From an optimization exercise on the open Yosys and OpenROAD flow, aimed at a short achievable clock period and few clock cycles; shortcuts taken in it are not production practice.
Only simulation tests tie the RTL to the original design; equivalence was not proved.
Power is estimated from default activity; no workload was simulated.

==> 10-03 <==
// rv_core
module rv_core (
  input  logic        i_clk,
  input  logic        i_rst,
  input  logic        i_valid_i,
  input  logic        i_valid_d,
  input  logic [31:0] i_data_in_i,
  input  logic [31:0] i_data_in_d,
  output logic [31:0] o_addr_i,
  output logic [31:0] o_addr_d,
  output logic [3:0]  o_we_d,
  output logic        o_rd_d,
  output logic [31:0] o_data_out_d
);
Settings: LEC_CHECK=0, ABC_CLOCK_PERIOD_IN_PS=2500, CAP_MARGIN=20, CORE_MARGIN=2, CORE_UTILIZATION=55, PLACE_DENSITY=0.65, SETUP_SLACK_MARGIN=4.0, SLEW_MARGIN=20; clock period 7.0 ns.
run.sh (not shown) runs the stock make flow with config.mk's settings and CLKGATE_MAP_FILE= SYNTH_SCRIPT=/design/flow/synth_recipe.tcl, a recipe that flattens the netlist after the stock synthesis.
==> 06-23 (differences from 10-03) <==
--- a/flow/design.v
+++ b/flow/design.v
@@ -65,17 +65,17 @@
   localparam int S_XOR  = 7;
   localparam int S_OR   = 8;
   localparam int S_AND  = 9;
   localparam int S_PC4  = 10;
   localparam int NSEL   = 11;
   localparam int BTB_IB = 4;
   localparam int BTB_N  = 1 << BTB_IB;
   localparam int BTB_TW = 8;
-  localparam bit FETCH_PRED = 1'b1;
+  localparam bit FETCH_PRED = 1'b0;
   logic ce;
   assign ce = i_valid_i && i_valid_d;
   logic [31:0] pc;
   logic              btb_v   [BTB_N];
   logic [BTB_TW-1:0] btb_tag [BTB_N];
   logic [31:2]       btb_tgt [BTB_N];
   logic        d_bp;
   logic [31:0] d_bpt;
@@ -93,17 +93,16 @@
   logic            e_s_em;
   logic            e_s_mm;
   logic [NSEL-1:0] e_sel;
   logic [2:0]      e_f3;
   logic [31:0]     e_pc4;
   logic [31:0]     e_target;
   logic            e_pred;
   logic [31:0]     e_pnext;
-  logic [5:0]      e_bk;
   logic [31:0]     e_pc;
   logic            e_jal;
   logic            e_br;
   logic            e_jalr;
   logic            e_load;
   logic            e_store;
   logic            e_wen;
   logic [4:0]      e_rd;
@@ -123,16 +122,17 @@
   logic [31:0] sum;
   logic [31:0] diff;
   logic        lt;
   logic        ltu;
   logic        eq;
   logic        taken;
   logic [31:0] result;
   logic        ex_redirect;
+  logic [31:0] ex_target;
   logic [3:0]  be;
   logic [31:0] wdata;
   assign op_a = e_fa  ? m_result : e_a;
   assign op_b = e_fb  ? m_result : e_b;
   assign sd   = e_fsd ? m_result : e_sd;
   logic [31:0] sum_ee, sum_me, sum_em, sum_mm;
   logic [31:0] dif_ee, dif_me, dif_em;
   logic        lt_ee, lt_me, lt_em;
@@ -169,47 +169,39 @@
     if (e_sel[S_SRA])  result = result | $unsigned($signed(op_a) >>> op_b[4:0]);
     if (e_sel[S_SLT])  result = result | {31'd0, lt};
     if (e_sel[S_SLTU]) result = result | {31'd0, ltu};
     if (e_sel[S_XOR])  result = result | (op_a ^ op_b);
     if (e_sel[S_OR])   result = result | (op_a | op_b);
     if (e_sel[S_AND])  result = result | (op_a & op_b);
     if (e_sel[S_PC4])  result = result | e_pc4;
   end
-  logic tk_ee, tk_me, tk_em, tk_mm;
-  assign tk_ee = (e_bk[0] & eq_ee) | (e_bk[1] & !eq_ee) | (e_bk[2] & lt_ee) |
-                 (e_bk[3] & !lt_ee) | (e_bk[4] & ltu_ee) | (e_bk[5] & !ltu_ee);
-  assign tk_me = (e_bk[0] & eq_me) | (e_bk[1] & !eq_me) | (e_bk[2] & lt_me) |
-                 (e_bk[3] & !lt_me) | (e_bk[4] & ltu_me) | (e_bk[5] & !ltu_me);
-  assign tk_em = (e_bk[0] & eq_em) | (e_bk[1] & !eq_em) | (e_bk[2] & lt_em) |
-                 (e_bk[3] & !lt_em) | (e_bk[4] & ltu_em) | (e_bk[5] & !ltu_em);
-  assign tk_mm = e_bk[0] | e_bk[3] | e_bk[5];
-  assign taken = (e_s_ee & tk_ee) | (e_s_me & tk_me) | (e_s_em & tk_em) | (e_s_mm & tk_mm);
+  always_comb begin
+    case (e_f3[2:1])
+      2'b00:   taken = eq;
+      2'b10:   taken = lt;
+      2'b11:   taken = ltu;
+      default: taken = 1'b0;
+    endcase
+    taken = taken ^ e_f3[0];
+  end
   logic        act_taken;
   logic        tgt_ok;
   logic        jalr_ok;
   logic [31:1] j_need;
   logic [30:1] j_cout;
   logic        j_c1;
   assign j_need = op_a[31:1] ^ op_b[31:1] ^ e_pnext[31:1];
   assign j_cout = (op_a[30:1] & op_b[30:1]) | (j_need[30:1] & (op_a[30:1] ^ op_b[30:1]));
   assign j_c1   = op_a[0] & op_b[0];
   assign jalr_ok = (j_need[1] == j_c1) && (j_need[31:2] == j_cout[30:1]);
   assign tgt_ok  = e_pnext == e_target;
-  logic        r_fix;
-  logic [31:0] t_fix;
-  logic        r_t;
-  logic        r_n;
-  assign r_fix = (e_jal && !(e_pred && tgt_ok)) || (e_jalr && !(e_pred && jalr_ok)) ||
-                 (e_pred && !e_br && !e_jal && !e_jalr);
-  assign t_fix = e_jalr ? {sum[31:1], 1'b0} : e_jal ? e_target : e_pc4;
-  assign r_t   = e_br && !(e_pred && tgt_ok);
-  assign r_n   = e_br && e_pred;
   assign act_taken   = e_jal || e_jalr || (e_br && taken);
-  assign ex_redirect = r_fix || (taken ? r_t : r_n);
+  assign ex_redirect = e_pred ? (!act_taken || !(e_jalr ? jalr_ok : tgt_ok)) : act_taken;
+  assign ex_target   = !act_taken ? e_pc4 : e_jalr ? {sum[31:1], 1'b0} : e_target;
   always_comb begin
     case (e_f3[1:0])
       2'b00: begin
         be    = 4'b0001 << sum[1:0];
         wdata = {4{sd[7:0]}};
       end
       2'b01: begin
         be    = sum[1] ? 4'b1100 : 4'b0011;
@@ -332,57 +324,64 @@
   logic        f_jal;
   logic        f_bbr;
   logic [31:0] f_jal_tgt;
   logic [31:0] f_br_tgt;
   logic        f_sp;
   logic [31:0] f_sp_tgt;
   logic        f_bp;
   logic [31:0] f_bpt;
-  assign f_jal     = (i_data_in_i[6:2] == rv_pkg::OPC_JAL) &&
-                     ((i_data_in_i[19:12] == {8{i_data_in_i[31]}}));
+  assign f_jal     = i_data_in_i[6:2] == rv_pkg::OPC_JAL;
   assign f_bbr     = (i_data_in_i[6:2] == rv_pkg::OPC_BRANCH) && i_data_in_i[31];
-  logic [13:0] f_jal_lo;
+  logic [21:0] f_jal_lo;
   logic [13:0] f_br_lo;
+  logic [31:21] pc_hi_j, pc_hi_jp, pc_hi_jm;
   logic [31:13] pc_hi_b, pc_hi_bp, pc_hi_bm;
-  assign f_jal_lo = {1'b0, pc[12:0]} + {1'b0, i_data_in_i[31], i_data_in_i[20],
-                                        i_data_in_i[30:21], 1'b0};
+  assign f_jal_lo = {1'b0, pc[20:0]} + {1'b0, i_data_in_i[31], i_data_in_i[19:12],
+                                        i_data_in_i[20], i_data_in_i[30:21], 1'b0};
   assign f_br_lo  = {1'b0, pc[12:0]} + {1'b0, i_data_in_i[31], i_data_in_i[7],
                                         i_data_in_i[30:25], i_data_in_i[11:8], 1'b0};
+  assign pc_hi_j  = pc[31:21];
+  assign pc_hi_jp = pc[31:21] + 11'd1;
+  assign pc_hi_jm = pc[31:21] - 11'd1;
   assign pc_hi_b  = pc[31:13];
   assign pc_hi_bp = pc[31:13] + 19'd1;
   assign pc_hi_bm = pc[31:13] - 19'd1;
   logic f_jp, f_jm, f_j0, f_bp1, f_bm1, f_b0;
-  assign f_jp  = !i_data_in_i[31] &&  f_jal_lo[13];
-  assign f_jm  =  i_data_in_i[31] && !f_jal_lo[13];
+  assign f_jp  = !i_data_in_i[31] &&  f_jal_lo[21];
+  assign f_jm  =  i_data_in_i[31] && !f_jal_lo[21];
   assign f_j0  = !(f_jp || f_jm);
   assign f_bp1 = !i_data_in_i[31] &&  f_br_lo[13];
   assign f_bm1 =  i_data_in_i[31] && !f_br_lo[13];
   assign f_b0  = !(f_bp1 || f_bm1);
-  assign f_jal_tgt = {({19{f_jp}} & pc_hi_bp) | ({19{f_jm}} & pc_hi_bm) | ({19{f_j0}} & pc_hi_b),
-                      f_jal_lo[12:0]};
+  assign f_jal_tgt = {({11{f_jp}} & pc_hi_jp) | ({11{f_jm}} & pc_hi_jm) | ({11{f_j0}} & pc_hi_j),
+                      f_jal_lo[20:0]};
   assign f_br_tgt  = {({19{f_bp1}} & pc_hi_bp) | ({19{f_bm1}} & pc_hi_bm) | ({19{f_b0}} & pc_hi_b),
                       f_br_lo[12:0]};
   assign f_sp      = FETCH_PRED && (f_jal || f_bbr);
   assign f_sp_tgt  = ({32{f_jal}} & f_jal_tgt) | ({32{f_bbr}} & f_br_tgt);
   assign f_bp      = f_sp || f_hit;
   assign f_bpt     = f_sp ? f_sp_tgt : f_tgt;
-  logic [31:0] pc_seq;
-  logic [31:0] pc_t;
-  logic [31:0] pc_n;
-  assign pc_seq = id_stall ? pc : id_pred ? id_target : f_bp ? f_bpt : pc + 32'd4;
-  assign pc_t   = r_fix ? t_fix : r_t ? e_target : pc_seq;
-  assign pc_n   = r_fix ? t_fix : r_n ? e_pc4 : pc_seq;
   always_ff @(posedge i_clk) begin
     if (i_rst) begin
       pc      <= 32'h0000_0000;
       d_valid <= 1'b0;
     end else if (ce) begin
-      pc      <= taken ? pc_t : pc_n;
-      d_valid <= !ex_redirect && (id_stall ? d_valid : !id_pred);
+      if (ex_redirect) begin
+        pc      <= ex_target;
+        d_valid <= 1'b0;
+      end else if (!id_stall) begin
+        if (id_pred) begin
+          pc      <= id_target;
+          d_valid <= 1'b0;
+        end else begin
+          pc      <= f_bp ? f_bpt : pc + 32'd4;
+          d_valid <= 1'b1;
+        end
+      end
     end
   end
   always_ff @(posedge i_clk) begin
     if (ce && !id_stall) begin
       d_pc   <= pc;
       d_insn <= i_data_in_i;
       d_bp   <= f_bp;
       d_bpt  <= f_bpt;
@@ -428,19 +427,17 @@
       e_s_me   <=  (use_rs1 && ex_hit1) && !((is_op || is_br) && ex_hit2);
       e_s_em   <= !(use_rs1 && ex_hit1) &&  ((is_op || is_br) && ex_hit2);
       e_s_mm   <=  (use_rs1 && ex_hit1) &&  ((is_op || is_br) && ex_hit2);
       e_fsd    <= ex_hit2;
       e_sel    <= sel;
       e_f3     <= f3;
       e_pc4    <= d_pc + 32'd4;
       e_target <= id_target;
-      e_pnext  <= d_bpt;
-      e_bk     <= {f3 == 3'b111, f3 == 3'b110, f3 == 3'b101, f3 == 3'b100, f3 == 3'b001,
-                   f3 == 3'b000};
+      e_pnext  <= d_bp ? d_bpt : id_target;
       e_pc     <= d_pc;
       e_rd     <= rd;
     end
   end
   logic              u_we;
   logic              u_taken;
   logic [BTB_IB-1:0] u_idx;
   logic [BTB_TW-1:0] u_tag;
@@ -452,17 +449,17 @@
       u_we <= e_br || e_jal || e_jalr;
     end
   end
   always_ff @(posedge i_clk) begin
     if (ce) begin
       u_taken <= act_taken;
       u_idx   <= e_pc[BTB_IB+1:2];
       u_tag   <= e_pc[BTB_IB+BTB_TW+1:BTB_IB+2];
-      u_tgt   <= e_jalr ? sum[31:2] : e_target[31:2];
+      u_tgt   <= ex_target[31:2];
     end
   end
   always_ff @(posedge i_clk) begin
     if (i_rst) begin
       for (int i = 0; i < BTB_N; i++) btb_v[i] <= 1'b0;
     end else if (ce && u_we) begin
       btb_v[u_idx] <= u_taken;
     end
- ABC_CLOCK_PERIOD_IN_PS: 2500 -> 3000
- CORE_UTILIZATION: 55 -> 40
- PLACE_DENSITY: 0.65 -> unset
- SETUP_SLACK_MARGIN: 4.0 -> 3.5
==> 09-05 (differences from 10-03) <==
--- a/flow/design.v
+++ b/flow/design.v
@@ -94,16 +94,18 @@
   logic            e_s_mm;
   logic [NSEL-1:0] e_sel;
   logic [2:0]      e_f3;
   logic [31:0]     e_pc4;
   logic [31:0]     e_target;
   logic            e_pred;
   logic [31:0]     e_pnext;
   logic [5:0]      e_bk;
+  logic [3:0]      e_ra;
+  logic [2:0]      e_rs;
   logic [31:0]     e_pc;
   logic            e_jal;
   logic            e_br;
   logic            e_jalr;
   logic            e_load;
   logic            e_store;
   logic            e_wen;
   logic [4:0]      e_rd;
@@ -155,30 +157,33 @@
   assign eq_me  = m_result == e_b;
   assign eq_em  = e_a == m_result;
   assign sum  = ({32{e_s_ee}} & sum_ee) | ({32{e_s_me}} & sum_me) |
                 ({32{e_s_em}} & sum_em) | ({32{e_s_mm}} & sum_mm);
   assign diff = ({32{e_s_ee}} & dif_ee) | ({32{e_s_me}} & dif_me) | ({32{e_s_em}} & dif_em);
   assign lt   = (e_s_ee & lt_ee) | (e_s_me & lt_me) | (e_s_em & lt_em);
   assign ltu  = (e_s_ee & ltu_ee) | (e_s_me & ltu_me) | (e_s_em & ltu_em);
   assign eq   = (e_s_ee & eq_ee) | (e_s_me & eq_me) | (e_s_em & eq_em) | e_s_mm;
+  logic [31:0] res_other;
   always_comb begin
-    result = 32'd0;
-    if (e_sel[S_ADD])  result = result | sum;
-    if (e_sel[S_SUB])  result = result | diff;
-    if (e_sel[S_SLL])  result = result | (op_a << op_b[4:0]);
-    if (e_sel[S_SRL])  result = result | (op_a >> op_b[4:0]);
-    if (e_sel[S_SRA])  result = result | $unsigned($signed(op_a) >>> op_b[4:0]);
-    if (e_sel[S_SLT])  result = result | {31'd0, lt};
-    if (e_sel[S_SLTU]) result = result | {31'd0, ltu};
-    if (e_sel[S_XOR])  result = result | (op_a ^ op_b);
-    if (e_sel[S_OR])   result = result | (op_a | op_b);
-    if (e_sel[S_AND])  result = result | (op_a & op_b);
-    if (e_sel[S_PC4])  result = result | e_pc4;
+    res_other = 32'd0;
+    if (e_sel[S_SLL])  res_other = res_other | (op_a << op_b[4:0]);
+    if (e_sel[S_SRL])  res_other = res_other | (op_a >> op_b[4:0]);
+    if (e_sel[S_SRA])  res_other = res_other | $unsigned($signed(op_a) >>> op_b[4:0]);
+    if (e_sel[S_SLT])  res_other = res_other | {31'd0, lt};
+    if (e_sel[S_SLTU]) res_other = res_other | {31'd0, ltu};
+    if (e_sel[S_XOR])  res_other = res_other | (op_a ^ op_b);
+    if (e_sel[S_OR])   res_other = res_other | (op_a | op_b);
+    if (e_sel[S_AND])  res_other = res_other | (op_a & op_b);
+    if (e_sel[S_PC4])  res_other = res_other | e_pc4;
   end
+  assign result = ({32{e_ra[0]}} & sum_ee) | ({32{e_ra[1]}} & sum_me) |
+                  ({32{e_ra[2]}} & sum_em) | ({32{e_ra[3]}} & sum_mm) |
+                  ({32{e_rs[0]}} & dif_ee) | ({32{e_rs[1]}} & dif_me) |
+                  ({32{e_rs[2]}} & dif_em) | res_other;
   logic tk_ee, tk_me, tk_em, tk_mm;
   assign tk_ee = (e_bk[0] & eq_ee) | (e_bk[1] & !eq_ee) | (e_bk[2] & lt_ee) |
                  (e_bk[3] & !lt_ee) | (e_bk[4] & ltu_ee) | (e_bk[5] & !ltu_ee);
   assign tk_me = (e_bk[0] & eq_me) | (e_bk[1] & !eq_me) | (e_bk[2] & lt_me) |
                  (e_bk[3] & !lt_me) | (e_bk[4] & ltu_me) | (e_bk[5] & !ltu_me);
   assign tk_em = (e_bk[0] & eq_em) | (e_bk[1] & !eq_em) | (e_bk[2] & lt_em) |
                  (e_bk[3] & !lt_em) | (e_bk[4] & ltu_em) | (e_bk[5] & !ltu_em);
   assign tk_mm = e_bk[0] | e_bk[3] | e_bk[5];
@@ -425,16 +430,23 @@
       e_fa     <= use_rs1 && ex_hit1;
       e_fb     <= (is_op || is_br) && ex_hit2;
       e_s_ee   <= !(use_rs1 && ex_hit1) && !((is_op || is_br) && ex_hit2);
       e_s_me   <=  (use_rs1 && ex_hit1) && !((is_op || is_br) && ex_hit2);
       e_s_em   <= !(use_rs1 && ex_hit1) &&  ((is_op || is_br) && ex_hit2);
       e_s_mm   <=  (use_rs1 && ex_hit1) &&  ((is_op || is_br) && ex_hit2);
       e_fsd    <= ex_hit2;
       e_sel    <= sel;
+      e_ra     <= {4{sel[S_ADD]}} & {  (use_rs1 && ex_hit1) &&  ((is_op || is_br) && ex_hit2),
+                                      !(use_rs1 && ex_hit1) &&  ((is_op || is_br) && ex_hit2),
+                                       (use_rs1 && ex_hit1) && !((is_op || is_br) && ex_hit2),
+                                      !(use_rs1 && ex_hit1) && !((is_op || is_br) && ex_hit2)};
+      e_rs     <= {3{sel[S_SUB]}} & {!(use_rs1 && ex_hit1) &&  ((is_op || is_br) && ex_hit2),
+                                       (use_rs1 && ex_hit1) && !((is_op || is_br) && ex_hit2),
+                                      !(use_rs1 && ex_hit1) && !((is_op || is_br) && ex_hit2)};
       e_f3     <= f3;
       e_pc4    <= d_pc + 32'd4;
       e_target <= id_target;
       e_pnext  <= d_bpt;
       e_bk     <= {f3 == 3'b111, f3 == 3'b110, f3 == 3'b101, f3 == 3'b100, f3 == 3'b001,
                    f3 == 3'b000};
       e_pc     <= d_pc;
       e_rd     <= rd;
==> run summary <==
Status: 06-23 complete, no violations; 09-05 complete, no violations; 10-03 complete, no violations
Number of buffers added by the clock tree synthesis step: 06-23 228; 09-05 220; 10-03 219
Drt pass-1 iters: 06-23 6; 09-05 10; 10-03 14
Worst path arrival time: 06-23 5510 ps; 09-05 5150 ps; 10-03 5370 ps
Count of flip-flops and latches: 06-23 2,152; 09-05 2,165; 10-03 2,160
Routing usage on met1: 06-23 43.6%; 09-05 57.6%; 10-03 58.2%
Post-placement setup slack: 06-23 971 ps; 09-05 1030 ps; 10-03 754 ps
Synthesis-stage register bit count: 06-23 2,152; 09-05 2,165; 10-03 2,160
Post-synth design cell area: 06-23 113,000 um^2; 09-05 118,000 um^2; 10-03 117,000 um^2
Initial antenna violation count: 06-23 31; 09-05 21; 10-03 24
Share of the final layout cell area in sequential cells: 06-23 46.1%; 09-05 41.8%; 10-03 42.4%
Fraction of standard cell area in multi-input logic: 06-23 36.7%; 09-05 38.4%; 10-03 38.2%
Instance count on the critical path: 06-23 18; 09-05 14; 10-03 21
Worst-case setup margin in the final layout: 06-23 2220 ps; 09-05 2560 ps; 10-03 2360 ps
DRT Wirelength: 06-23 473,000 um; 09-05 511,000 um; 10-03 504,000 um
Stage delay of the slowest cell on the critical path: 06-23 460 ps; 09-05 610 ps; 10-03 340 ps
Chip Height: 06-23 536 um; 09-05 468 um; 10-03 466 um
Share of total power consumed by net switching: 06-23 26.6%; 09-05 27.6%; 10-03 27.9%
Number of violations reported at the end of detailed-routing iteration 0: 06-23 12,133; 09-05 15,009; 10-03 14,661
Testbench counts of 10-03, summed over its fixed seeds: cycles 11,981.
Testbench counts of 06-23, summed over its fixed seeds: cycles 12,311.
Testbench counts of 09-05, summed over its fixed seeds: cycles 11,981.

[separate check: timing with driven ports]
The results above use ideal ports. As a check the final layouts listed here were re-extracted and re-timed, cells and wires unchanged.
Step 1, drivers: a clkbuf_16 drives i_clk and a buf_2 each remaining input, both assumed.
Step 2, shift: input delay + t, output delay - t, t = (earliest + latest rising clock arrival at the registers) / 2. This alone moves slack from input paths to output paths.
Three values: ideal ports, drivers, drivers and shift; two values: the first two.
run	t, ns	slack for setup (ns)	worst slew at a driven data input, ns
10-03	0.990	2.362 / 2.380 / 1.391	0.11
06-23	1.010	2.224 / 2.224 / 2.049	0.10
09-05	0.985	2.563 / 2.563 / 2.001	0.29
After both steps setup and hold are still met in every run listed. For 10-03, which loses most, drivers alone change the setup slack by +0.018 ns; drivers and shift together by -0.971 ns.
